This design comes from an exercise in tuning for small area on the open sky130 flow, not from production work.
In this exercise RTL edits were held to simulation tests only and were not proved equivalent to the original.
Power and IR drop assume default switching activity.

==> inputs of build 86 <==
==> flow/design.v <==
package flr_csr_pkg;
    localparam logic [15:0] DFH_OFS     = 16'h0000;
    localparam logic [15:0] SCRATCH_OFS = 16'h0008;
    localparam logic [15:0] TESTPAD_OFS = 16'h0028;
    localparam logic [1:0] FLR_IDLE  = 2'd0;
    localparam logic [1:0] FLR_DRAIN = 2'd1;
    localparam logic [1:0] FLR_CLEAR = 2'd2;
    localparam logic [1:0] FLR_ACK   = 2'd3;
    localparam logic [1:0] CLS_NONE    = 2'd0;
    localparam logic [1:0] CLS_DFH     = 2'd1;
    localparam logic [1:0] CLS_SCRATCH = 2'd2;
    localparam logic [1:0] CLS_TESTPAD = 2'd3;
endpackage
module flr_csr_head_bit
(
    input  logic       hold,
    input  logic       q,
    input  logic [7:0] sel,
    input  logic [7:0] rd,
    input  logic       force_n,
    output logic       d
);
    assign d = (hold & q) | (|(sel & rd)) | !force_n;
endmodule
module flr_csr_responder
#(
    parameter int          NUM_FUNCS = 4,
    parameter logic [63:0] DFH_VALUE = 64'h3000000010000020,
    parameter logic [19:0] WIN_BASE  = 20'h10000,
    parameter int          TAG_W     = 10
) (
    input  logic             clk,
    input  logic             rst_n,
    input  logic             req_valid,
    output logic             req_ready,
    input  logic             req_write,
    input  logic [3:0]       req_func,
    input  logic [19:0]      req_addr,
    input  logic [63:0]      req_wdata,
    input  logic [TAG_W-1:0] req_tag,
    output logic             rsp_valid,
    input  logic             rsp_ready,
    output logic [63:0]      rsp_data,
    output logic [TAG_W-1:0] rsp_tag,
    output logic             rsp_err,
    input  logic             flr_req_valid,
    output logic             flr_req_ready,
    input  logic [3:0]       flr_func,
    output logic             flr_ack
);
    logic [1:0]  state_q, state_d;
    logic [1:0]  flr_func_q;           
    logic        req_ready_q, req_ready_d;
    logic        cnt_ge1_q, cnt_ge1_d;  
    logic        cnt_eq2_q, cnt_eq2_d;
    logic [7:0]       rf_vld_q, rf_vld_d;
    logic [7:0][63:0] rf_q;
    logic [63:0]      hd_data_q, hd_data_d;
    logic [TAG_W-1:0] hd_tag_q;
    logic             hd_err_q;
    logic [TAG_W-1:0] e1_tag_q;
    logic             e1_err_q;
    logic [1:0]       e1_func_q;
    logic [1:0]       e1_cls_q;
    logic        accept_s, pop_s, push_s, req_err_s, cnt_zero_next_s;
    logic [1:0]  req_cls_s;
    logic [1:0]  src_func_s, src_cls_s;
    logic        src_err_s, load_s, hold_s;
    logic [TAG_W-1:0] src_tag_s;
    logic [7:0]  rd_sel_s;
    logic        dfh_sel_s, err_sel_s, force0_n_s, force1_n_s;
    assign accept_s = req_valid && req_ready_q;
    assign pop_s    = cnt_ge1_q && rsp_ready;
    always_comb begin
        case (req_addr[15:0])
            flr_csr_pkg::DFH_OFS:     req_cls_s = flr_csr_pkg::CLS_DFH;
            flr_csr_pkg::SCRATCH_OFS: req_cls_s = flr_csr_pkg::CLS_SCRATCH;
            flr_csr_pkg::TESTPAD_OFS: req_cls_s = flr_csr_pkg::CLS_TESTPAD;
            default:                  req_cls_s = flr_csr_pkg::CLS_NONE;
        endcase
        req_err_s = (req_addr[19:16] != WIN_BASE[19:16])
                 || (req_addr[2:0] != 3'b000)
                 || (req_func[3:2] != 2'b00)
                 || (((state_q == flr_csr_pkg::FLR_DRAIN) || (state_q == flr_csr_pkg::FLR_CLEAR))
                     && (req_func[1:0] == flr_func_q));
        push_s = accept_s && (!req_write || req_err_s);
    end
    always_comb begin
        cnt_ge1_d       = push_s || cnt_eq2_q || (cnt_ge1_q && !pop_s);
        cnt_eq2_d       = (push_s && cnt_ge1_q && !pop_s) || (cnt_eq2_q && !pop_s);
        cnt_zero_next_s = !cnt_ge1_d;
    end
    always_comb begin
        state_d = state_q;
        case (state_q)
            flr_csr_pkg::FLR_IDLE:
                if (flr_req_valid)
                    state_d = (flr_func[3:2] != 2'b00) ? flr_csr_pkg::FLR_ACK : flr_csr_pkg::FLR_DRAIN;
            flr_csr_pkg::FLR_DRAIN:
                if (cnt_zero_next_s) state_d = flr_csr_pkg::FLR_CLEAR;
            flr_csr_pkg::FLR_CLEAR: state_d = flr_csr_pkg::FLR_ACK;
            default:                state_d = flr_csr_pkg::FLR_IDLE;
        endcase
        req_ready_d = !cnt_eq2_d && (state_d != flr_csr_pkg::FLR_CLEAR);
    end
    always_comb begin
        rf_vld_d = rf_vld_q;
        for (int i = 0; i < 8; i++) begin
            if (accept_s && req_write && !req_err_s && (req_func[1:0] == 2'(i >> 1))
                && (req_cls_s == ((i & 1) ? flr_csr_pkg::CLS_TESTPAD : flr_csr_pkg::CLS_SCRATCH)))
                rf_vld_d[i] = 1'b1;
            if ((state_q == flr_csr_pkg::FLR_CLEAR) && (flr_func_q == 2'(i >> 1)))
                rf_vld_d[i] = 1'b0;
        end
    end
    always_ff @(posedge clk) begin
        if (!rst_n) begin
            state_q     <= flr_csr_pkg::FLR_IDLE;
            req_ready_q <= 1'b0;
            cnt_ge1_q   <= 1'b0;
            cnt_eq2_q   <= 1'b0;
            rf_vld_q    <= '0;
        end else begin
            state_q     <= state_d;
            req_ready_q <= req_ready_d;
            cnt_ge1_q   <= cnt_ge1_d;
            cnt_eq2_q   <= cnt_eq2_d;
            rf_vld_q    <= rf_vld_d;
        end
    end
    always_ff @(posedge clk) begin
        if (state_q == flr_csr_pkg::FLR_IDLE) flr_func_q <= flr_func[1:0];
    end
    always_ff @(posedge clk) begin
        for (int i = 0; i < 8; i++) begin
            if (rst_n && accept_s && req_write && !req_err_s && (req_func[1:0] == 2'(i >> 1))
                && (req_cls_s == ((i & 1) ? flr_csr_pkg::CLS_TESTPAD : flr_csr_pkg::CLS_SCRATCH)))
                rf_q[i] <= req_wdata;
        end
    end
    always_comb begin
        src_func_s = cnt_eq2_q ? e1_func_q : req_func[1:0];
        src_cls_s  = cnt_eq2_q ? e1_cls_q  : req_cls_s;
        src_err_s  = cnt_eq2_q ? e1_err_q  : req_err_s;
        src_tag_s  = cnt_eq2_q ? e1_tag_q  : req_tag;
        hold_s     = cnt_ge1_q && !rsp_ready;
        load_s     = !hold_s;
        for (int i = 0; i < 8; i++) begin
            rd_sel_s[i] = load_s && !src_err_s && (src_func_s == 2'(i >> 1)) && rf_vld_q[i]
                       && (src_cls_s == ((i & 1) ? flr_csr_pkg::CLS_TESTPAD : flr_csr_pkg::CLS_SCRATCH));
        end
        dfh_sel_s = load_s && !src_err_s && (src_cls_s == flr_csr_pkg::CLS_DFH);
        err_sel_s = load_s && src_err_s;
        force0_n_s = !err_sel_s;
        force1_n_s = !(err_sel_s || dfh_sel_s);
    end
    for (genvar b = 0; b < 64; b++) begin : g_hd
        logic [7:0] rd_b;
        for (genvar i = 0; i < 8; i++) begin : g_rd
            assign rd_b[i] = rf_q[i][b];
        end
        flr_csr_head_bit u_bit (
            .hold    (hold_s),
            .q       (hd_data_q[b]),
            .sel     (rd_sel_s),
            .rd      (rd_b),
            .force_n (DFH_VALUE[b] ? force1_n_s : force0_n_s),
            .d       (hd_data_d[b])
        );
    end
    always_ff @(posedge clk) begin
        hd_data_q <= hd_data_d;
        if (!hold_s) begin
            hd_tag_q <= src_tag_s;
            hd_err_q <= src_err_s;
        end
        if (!cnt_eq2_q) begin
            e1_tag_q  <= req_tag;
            e1_err_q  <= req_err_s;
            e1_func_q <= req_func[1:0];
            e1_cls_q  <= req_cls_s;
        end
    end
    assign req_ready     = req_ready_q;
    assign rsp_valid     = cnt_ge1_q;
    assign rsp_data      = hd_data_q;
    assign rsp_tag       = hd_tag_q;
    assign rsp_err       = hd_err_q;
    assign flr_req_ready = (state_q == flr_csr_pkg::FLR_IDLE);
    assign flr_ack       = (state_q == flr_csr_pkg::FLR_ACK);
endmodule
==> flow/flow/run.sh <==
#!/bin/bash
# Own layout flow: the standard ORFS flow (standard.sh) with these changes.
#  1. Synthesis (own_synth.tcl) maps the logic with an area-oriented abc script and uses a
#     cell-level netlist for the queue head's per-bit select; registers are as in the standard
#     synthesis (same names and cells).
#  2. Each port is buffered with the smallest buffer.
#  3. The clock tree uses fewer, larger sink clusters and no dummy loads.
set -euo pipefail
W=$PWD
export BUFFER_PORTS_ARGS="-buffer_cell sky130_fd_sc_hd__buf_1"
export CTS_ARGS="-sink_clustering_enable -repair_clock_nets -dont_use_dummy_load -sink_buffer_max_cap_derate 1.0 -buf_list sky130_fd_sc_hd__clkbuf_8 -sink_clustering_size 18 -sink_clustering_max_diameter 50"
export OWN_ABC_SCRIPT=$W/flow/area.abc
export OWN_CELLS_V="flr_csr_head_bit $W/flow/head_bit_cells.v"
sed -E "s#SYNTH_SCRIPT=[^ ]+#SYNTH_SCRIPT=$W/flow/own_synth.tcl#" standard.sh > own_standard.sh
grep -q "SYNTH_SCRIPT=$W/flow/own_synth.tcl" own_standard.sh
bash own_standard.sh > own_flow.log 2>&1
==> flow/flow/area.abc <==
&get -n
&st
&syn2
&dch
&nf -a -R 1000
&put
==> flow/flow/head_bit_cells.v <==
// Cell-level implementation of flr_csr_head_bit:
// d = hold&q | sel[0]&rd[0] | ... | sel[7]&rd[7] | !force_n.
module flr_csr_head_bit (hold, q, sel, rd, force_n, d);
  input hold;
  input q;
  input [7:0] sel;
  input [7:0] rd;
  input force_n;
  output d;
  wire n0, n1, n2;
  sky130_fd_sc_hd__a222oi_1 g0 (.A1(hold), .A2(q), .B1(sel[0]), .B2(rd[0]), .C1(sel[1]), .C2(rd[1]), .Y(n0));
  sky130_fd_sc_hd__a222oi_1 g1 (.A1(sel[2]), .A2(rd[2]), .B1(sel[3]), .B2(rd[3]), .C1(sel[4]), .C2(rd[4]), .Y(n1));
  sky130_fd_sc_hd__a222oi_1 g2 (.A1(sel[5]), .A2(rd[5]), .B1(sel[6]), .B2(rd[6]), .C1(sel[7]), .C2(rd[7]), .Y(n2));
  sky130_fd_sc_hd__nand4_1 g3 (.A(n0), .B(n1), .C(n2), .D(force_n), .Y(d));
endmodule
==> flow/flow/own_synth.tcl <==
# Synthesis script of this flow: the standard synthesis script (synth_recipe.tcl: ORFS's
# synth.tcl without the fsm and share passes, flattened, function nets renamed), with two changes
# that leave the registers exactly as the standard synthesis makes them:
#  - the liberty-mapping abc call uses OWN_ABC_SCRIPT (an area-oriented script) without -D;
#  - each module named in OWN_CELLS_V is replaced, before synthesis, by the cell-level netlist
#    given for it (the queue head's per-bit select, flr_csr_head_bit).
proc abc {args} {
  set i [lsearch -exact $args -script]
  if { $i >= 0 && [info exists ::env(OWN_ABC_SCRIPT)] } {
    lset args [expr {$i + 1}] $::env(OWN_ABC_SCRIPT)
    set j [lsearch -exact $args -D]
    if { $j >= 0 } { set args [lreplace $args $j [expr {$j + 1}]] }
  }
  yosys abc {*}$args
}
set ::own_cells_done 0
proc synth {args} {
  if { !$::own_cells_done && [info exists ::env(OWN_CELLS_V)] } {
    foreach {m f} $::env(OWN_CELLS_V) {
      yosys delete $m
      yosys read_verilog $f
    }
    set ::own_cells_done 1
  }
  yosys synth -nofsm -noshare {*}$args
}
source $::env(SCRIPTS_DIR)/synth.tcl
# left out here: clear keep_hierarchy, flatten, clean up, hide names made inside functions, write 1_2_yosys.v
==> flow/standard.sh <==
#!/bin/bash
# synth_recipe.tcl (not shown) runs the flow's synth.tcl, then flattens the netlist and writes it again
# the make line also repeats each setting of config.mk as NAME=value (left out here)
make -C /OpenROAD-flow-scripts/flow DESIGN_CONFIG=/design/flow/config.mk WORK_HOME=/design/flow/orfs CLKGATE_MAP_FILE= SYNTH_SCRIPT=/design/flow/synth_recipe.tcl "${@:-finish}"
==> flow/config.mk <==
export PLATFORM = sky130hd
export DESIGN_NAME = flr_csr_responder
export DESIGN_NICKNAME = flr_csr_responder
export VERILOG_FILES = /design/flow/design.v
export SDC_FILE = /design/flow/constraint.sdc
export NUM_CORES = 4
export LEC_CHECK = 0
export CAP_MARGIN = 0
export CORE_MARGIN = 2
export CORE_UTILIZATION = 78
export PLACE_DENSITY = 0.86
export SLEW_MARGIN = 0
==> flow/constraint.sdc <==
create_clock -name core_clock -period 5.0 [get_ports {clk}]
set_input_delay 1.0000 -clock core_clock [delete_from_list [all_inputs] [get_ports {clk}]]
set_output_delay 1.0000 -clock core_clock [all_outputs]
set_load 0.01 [all_outputs]
==> build 67 (differences from build 86) <==
--- a/flow/design.v
+++ b/flow/design.v
@@ -23,2 +23,12 @@
     assign d = (hold & q) | (|(sel & rd)) | !force_n;
+endmodule
+module flr_csr_rf_bit
+(
+    input  logic we,
+    input  logic wd,
+    input  logic keep,
+    input  logic q,
+    output logic d
+);
+    assign d = (we & wd) | (keep & q);
 endmodule
@@ -56,3 +66,3 @@
     logic [7:0]       rf_vld_q, rf_vld_d;
-    logic [7:0][63:0] rf_q;
+    logic [7:0][63:0] rf_q, rf_d;
     logic [63:0]      hd_data_q, hd_data_d;
@@ -70,2 +80,3 @@
     logic [7:0]  rd_sel_s;
+    logic [7:0]  rf_we_s, rf_keep_s;
     logic        dfh_sel_s, err_sel_s, force0_n_s, force1_n_s;
@@ -133,8 +144,22 @@
     end
-    always_ff @(posedge clk) begin
+    always_comb begin
         for (int i = 0; i < 8; i++) begin
-            if (rst_n && accept_s && req_write && !req_err_s && (req_func[1:0] == 2'(i >> 1))
-                && (req_cls_s == ((i & 1) ? flr_csr_pkg::CLS_TESTPAD : flr_csr_pkg::CLS_SCRATCH)))
-                rf_q[i] <= req_wdata;
-        end
+            rf_we_s[i] = rst_n && accept_s && req_write && !req_err_s && (req_func[1:0] == 2'(i >> 1))
+                && (req_cls_s == ((i & 1) ? flr_csr_pkg::CLS_TESTPAD : flr_csr_pkg::CLS_SCRATCH));
+            rf_keep_s[i] = !rf_we_s[i] && rf_vld_q[i];
+        end
+    end
+    for (genvar i = 0; i < 8; i++) begin : g_rf
+        for (genvar b = 0; b < 64; b++) begin : g_bit
+            flr_csr_rf_bit u_bit (
+                .we   (rf_we_s[i]),
+                .wd   (req_wdata[b]),
+                .keep (rf_keep_s[i]),
+                .q    (rf_q[i][b]),
+                .d    (rf_d[i][b])
+            );
+        end
+    end
+    always_ff @(posedge clk) begin
+        rf_q <= rf_d;
     end
--- a/flow/flow/run.sh
+++ b/flow/flow/run.sh
@@ -3,3 +3,4 @@
 #  1. Synthesis (own_synth.tcl) maps the logic with an area-oriented abc script and uses a
-#     cell-level netlist for the queue head's per-bit select; registers are as in the standard
+#     cell-level netlist for the queue head's per-bit select and for each register-file bit's
+#     select; registers are as in the standard
 #     synthesis (same names and cells).
@@ -12,3 +13,3 @@
 export OWN_ABC_SCRIPT=$W/flow/area.abc
-export OWN_CELLS_V="flr_csr_head_bit $W/flow/head_bit_cells.v"
+export OWN_CELLS_V="flr_csr_head_bit $W/flow/head_bit_cells.v flr_csr_rf_bit $W/flow/rf_bit_cells.v"
 sed -E "s#SYNTH_SCRIPT=[^ ]+#SYNTH_SCRIPT=$W/flow/own_synth.tcl#" standard.sh > own_standard.sh
--- a/flow/flow/own_synth.tcl
+++ b/flow/flow/own_synth.tcl
@@ -5,3 +5,4 @@
 #  - each module named in OWN_CELLS_V is replaced, before synthesis, by the cell-level netlist
-#    given for it (the queue head's per-bit select, flr_csr_head_bit).
+#    given for it (the queue head's per-bit select, flr_csr_head_bit, and the register file's
+#    per-bit select, flr_csr_rf_bit).
 proc abc {args} {
==> flow/flow/rf_bit_cells.v (new file) <==
// Cell-level implementation of flr_csr_rf_bit: d = we&wd | keep&q.
module flr_csr_rf_bit (we, wd, keep, q, d);
  input we;
  input wd;
  input keep;
  input q;
  output d;
  sky130_fd_sc_hd__a22o_1 g0 (.A1(we), .A2(wd), .B1(keep), .B2(q), .X(d));
endmodule
Settings changed: CORE_UTILIZATION 78 to 70, PLACE_DENSITY 0.86 to 0.8.
==> trial 72 (differences from build 86) <==
--- a/flow/design.v
+++ b/flow/design.v
@@ -23,2 +23,12 @@
     assign d = (hold & q) | (|(sel & rd)) | !force_n;
+endmodule
+module flr_csr_rf_bit
+(
+    input  logic we,
+    input  logic wd,
+    input  logic keep,
+    input  logic q,
+    output logic d
+);
+    assign d = (we & wd) | (keep & q);
 endmodule
@@ -55,4 +65,3 @@
     logic        cnt_eq2_q, cnt_eq2_d;
-    logic [7:0]       rf_vld_q, rf_vld_d;
-    logic [7:0][63:0] rf_q;
+    logic [7:0][63:0] rf_q, rf_d;
     logic [63:0]      hd_data_q, hd_data_d;
@@ -70,2 +79,3 @@
     logic [7:0]  rd_sel_s;
+    logic [7:0]  rf_we_s, rf_keep_s;
     logic        dfh_sel_s, err_sel_s, force0_n_s, force1_n_s;
@@ -105,12 +115,2 @@
     end
-    always_comb begin
-        rf_vld_d = rf_vld_q;
-        for (int i = 0; i < 8; i++) begin
-            if (accept_s && req_write && !req_err_s && (req_func[1:0] == 2'(i >> 1))
-                && (req_cls_s == ((i & 1) ? flr_csr_pkg::CLS_TESTPAD : flr_csr_pkg::CLS_SCRATCH)))
-                rf_vld_d[i] = 1'b1;
-            if ((state_q == flr_csr_pkg::FLR_CLEAR) && (flr_func_q == 2'(i >> 1)))
-                rf_vld_d[i] = 1'b0;
-        end
-    end
     always_ff @(posedge clk) begin
@@ -121,3 +121,2 @@
             cnt_eq2_q   <= 1'b0;
-            rf_vld_q    <= '0;
         end else begin
@@ -127,3 +126,2 @@
             cnt_eq2_q   <= cnt_eq2_d;
-            rf_vld_q    <= rf_vld_d;
         end
@@ -133,8 +131,23 @@
     end
-    always_ff @(posedge clk) begin
+    always_comb begin
         for (int i = 0; i < 8; i++) begin
-            if (rst_n && accept_s && req_write && !req_err_s && (req_func[1:0] == 2'(i >> 1))
-                && (req_cls_s == ((i & 1) ? flr_csr_pkg::CLS_TESTPAD : flr_csr_pkg::CLS_SCRATCH)))
-                rf_q[i] <= req_wdata;
-        end
+            rf_we_s[i] = rst_n && accept_s && req_write && !req_err_s && (req_func[1:0] == 2'(i >> 1))
+                && (req_cls_s == ((i & 1) ? flr_csr_pkg::CLS_TESTPAD : flr_csr_pkg::CLS_SCRATCH));
+            rf_keep_s[i] = !rf_we_s[i] && rst_n
+                && !((state_q == flr_csr_pkg::FLR_CLEAR) && (flr_func_q == 2'(i >> 1)));
+        end
+    end
+    for (genvar i = 0; i < 8; i++) begin : g_rf
+        for (genvar b = 0; b < 64; b++) begin : g_bit
+            flr_csr_rf_bit u_bit (
+                .we   (rf_we_s[i]),
+                .wd   (req_wdata[b]),
+                .keep (rf_keep_s[i]),
+                .q    (rf_q[i][b]),
+                .d    (rf_d[i][b])
+            );
+        end
+    end
+    always_ff @(posedge clk) begin
+        rf_q <= rf_d;
     end
@@ -148,3 +161,3 @@
         for (int i = 0; i < 8; i++) begin
-            rd_sel_s[i] = load_s && !src_err_s && (src_func_s == 2'(i >> 1)) && rf_vld_q[i]
+            rd_sel_s[i] = load_s && !src_err_s && (src_func_s == 2'(i >> 1))
                        && (src_cls_s == ((i & 1) ? flr_csr_pkg::CLS_TESTPAD : flr_csr_pkg::CLS_SCRATCH));
--- a/flow/flow/run.sh
+++ b/flow/flow/run.sh
@@ -3,3 +3,4 @@
 #  1. Synthesis (own_synth.tcl) maps the logic with an area-oriented abc script and uses a
-#     cell-level netlist for the queue head's per-bit select; registers are as in the standard
+#     cell-level netlist for the queue head's per-bit select and for each register-file bit's
+#     select; registers are as in the standard
 #     synthesis (same names and cells).
@@ -11,4 +12,5 @@
 export CTS_ARGS="-sink_clustering_enable -repair_clock_nets -dont_use_dummy_load -sink_buffer_max_cap_derate 1.0 -buf_list sky130_fd_sc_hd__clkbuf_8 -sink_clustering_size 18 -sink_clustering_max_diameter 50"
+export DONT_USE_CELLS="sky130_fd_sc_hd__buf_8 sky130_fd_sc_hd__buf_12 sky130_fd_sc_hd__buf_16"
 export OWN_ABC_SCRIPT=$W/flow/area.abc
-export OWN_CELLS_V="flr_csr_head_bit $W/flow/head_bit_cells.v"
+export OWN_CELLS_V="flr_csr_head_bit $W/flow/head_bit_cells.v flr_csr_rf_bit $W/flow/rf_bit_cells.v"
 sed -E "s#SYNTH_SCRIPT=[^ ]+#SYNTH_SCRIPT=$W/flow/own_synth.tcl#" standard.sh > own_standard.sh
--- a/flow/flow/own_synth.tcl
+++ b/flow/flow/own_synth.tcl
@@ -5,3 +5,4 @@
 #  - each module named in OWN_CELLS_V is replaced, before synthesis, by the cell-level netlist
-#    given for it (the queue head's per-bit select, flr_csr_head_bit).
+#    given for it (the queue head's per-bit select, flr_csr_head_bit, and the register file's
+#    per-bit select, flr_csr_rf_bit).
 proc abc {args} {
==> flow/flow/rf_bit_cells.v (new file) <==
// Cell-level implementation of flr_csr_rf_bit: d = we&wd | keep&q.
module flr_csr_rf_bit (we, wd, keep, q, d);
  input we;
  input wd;
  input keep;
  input q;
  output d;
  sky130_fd_sc_hd__a22o_1 g0 (.A1(we), .A2(wd), .B1(keep), .B2(q), .X(d));
endmodule
Settings changed: CORE_UTILIZATION 78 to 70, PLACE_DENSITY 0.86 to 0.8.
==> comparison table <==
Status: build 67 complete, no violations; trial 72 complete, no violations; build 86 complete, no violations
Share of synthesized cell area in and, or, nand and nor gates: build 67 3.834%; trial 72 3.564%; build 86 3.563%
WP buf/inv: build 67 3; trial 72 3; build 86 2
Placed wire-length estimate: build 67 30,250 um; trial 72 29,910 um; build 86 26,260 um
Number of standard cells after synthesis: build 67 1,579; trial 72 1,560; build 86 1,061
GR met2 Demand/Resource: build 67 59.33%; trial 72 61.39%; build 86 56.09%
Invs w/o clock: build 67 9; trial 72 11; build 86 7
Clock buf count: build 67 47; trial 72 44; build 86 42
Sum of internal, switching and leakage power: build 67 7.877 mW; trial 72 8.053 mW; build 86 8.485 mW
Post-place instance area: build 67 21,650 um2; trial 72 21,580 um2; build 86 22,260 um2
Chip Width: build 67 175.4 um; trial 72 174.3 um; build 86 168.6 um
Arr. time, crit path: build 67 3950 ps; trial 72 4210 ps; build 86 4000 ps
Buffers outside the clock class: build 67 215; trial 72 223; build 86 219
Worst-case vdd ir drop: build 67 0.0003183 V; trial 72 0.0003286 V; build 86 0.0003583 V

==> what the ideal ports hide <==
Ports are ideal in the flow. The routed layouts listed here were re-timed in OpenROAD.
Step 1: set_driving_cell puts a clkbuf_16 on clk and a buf_2 on each other input, an assumption about the parent block.
Step 2, shift: input delay + t, output delay - t, t = (earliest + latest rising clock arrival at the registers) / 2. This alone moves slack from input paths to output paths.
Slacks: ideal ports / drivers / drivers and shift; pairs: ideal ports / drivers.
run | shift t [ns] | setup slack, ns | slew at the worst register clock pin (ns) | worst data-port slew with drivers (ns) | cell pins on the clock port's net
build 86 | 0.629 | 1.420 / 1.448 / 0.819 | 0.11 / 0.11 | 0.11 | 1
build 67 | 0.635 | 1.550 / 1.573 / 0.938 | 0.11 / 0.11 | 0.09 | 1
trial 72 | 0.620 | 1.302 / 1.326 / 0.706 | 0.11 / 0.11 | 0.08 | 1
After both steps setup and hold are still met in every run listed. The setup slack of build 67, which loses most, moves by +0.023 ns with the drivers and by -0.612 ns with both steps.
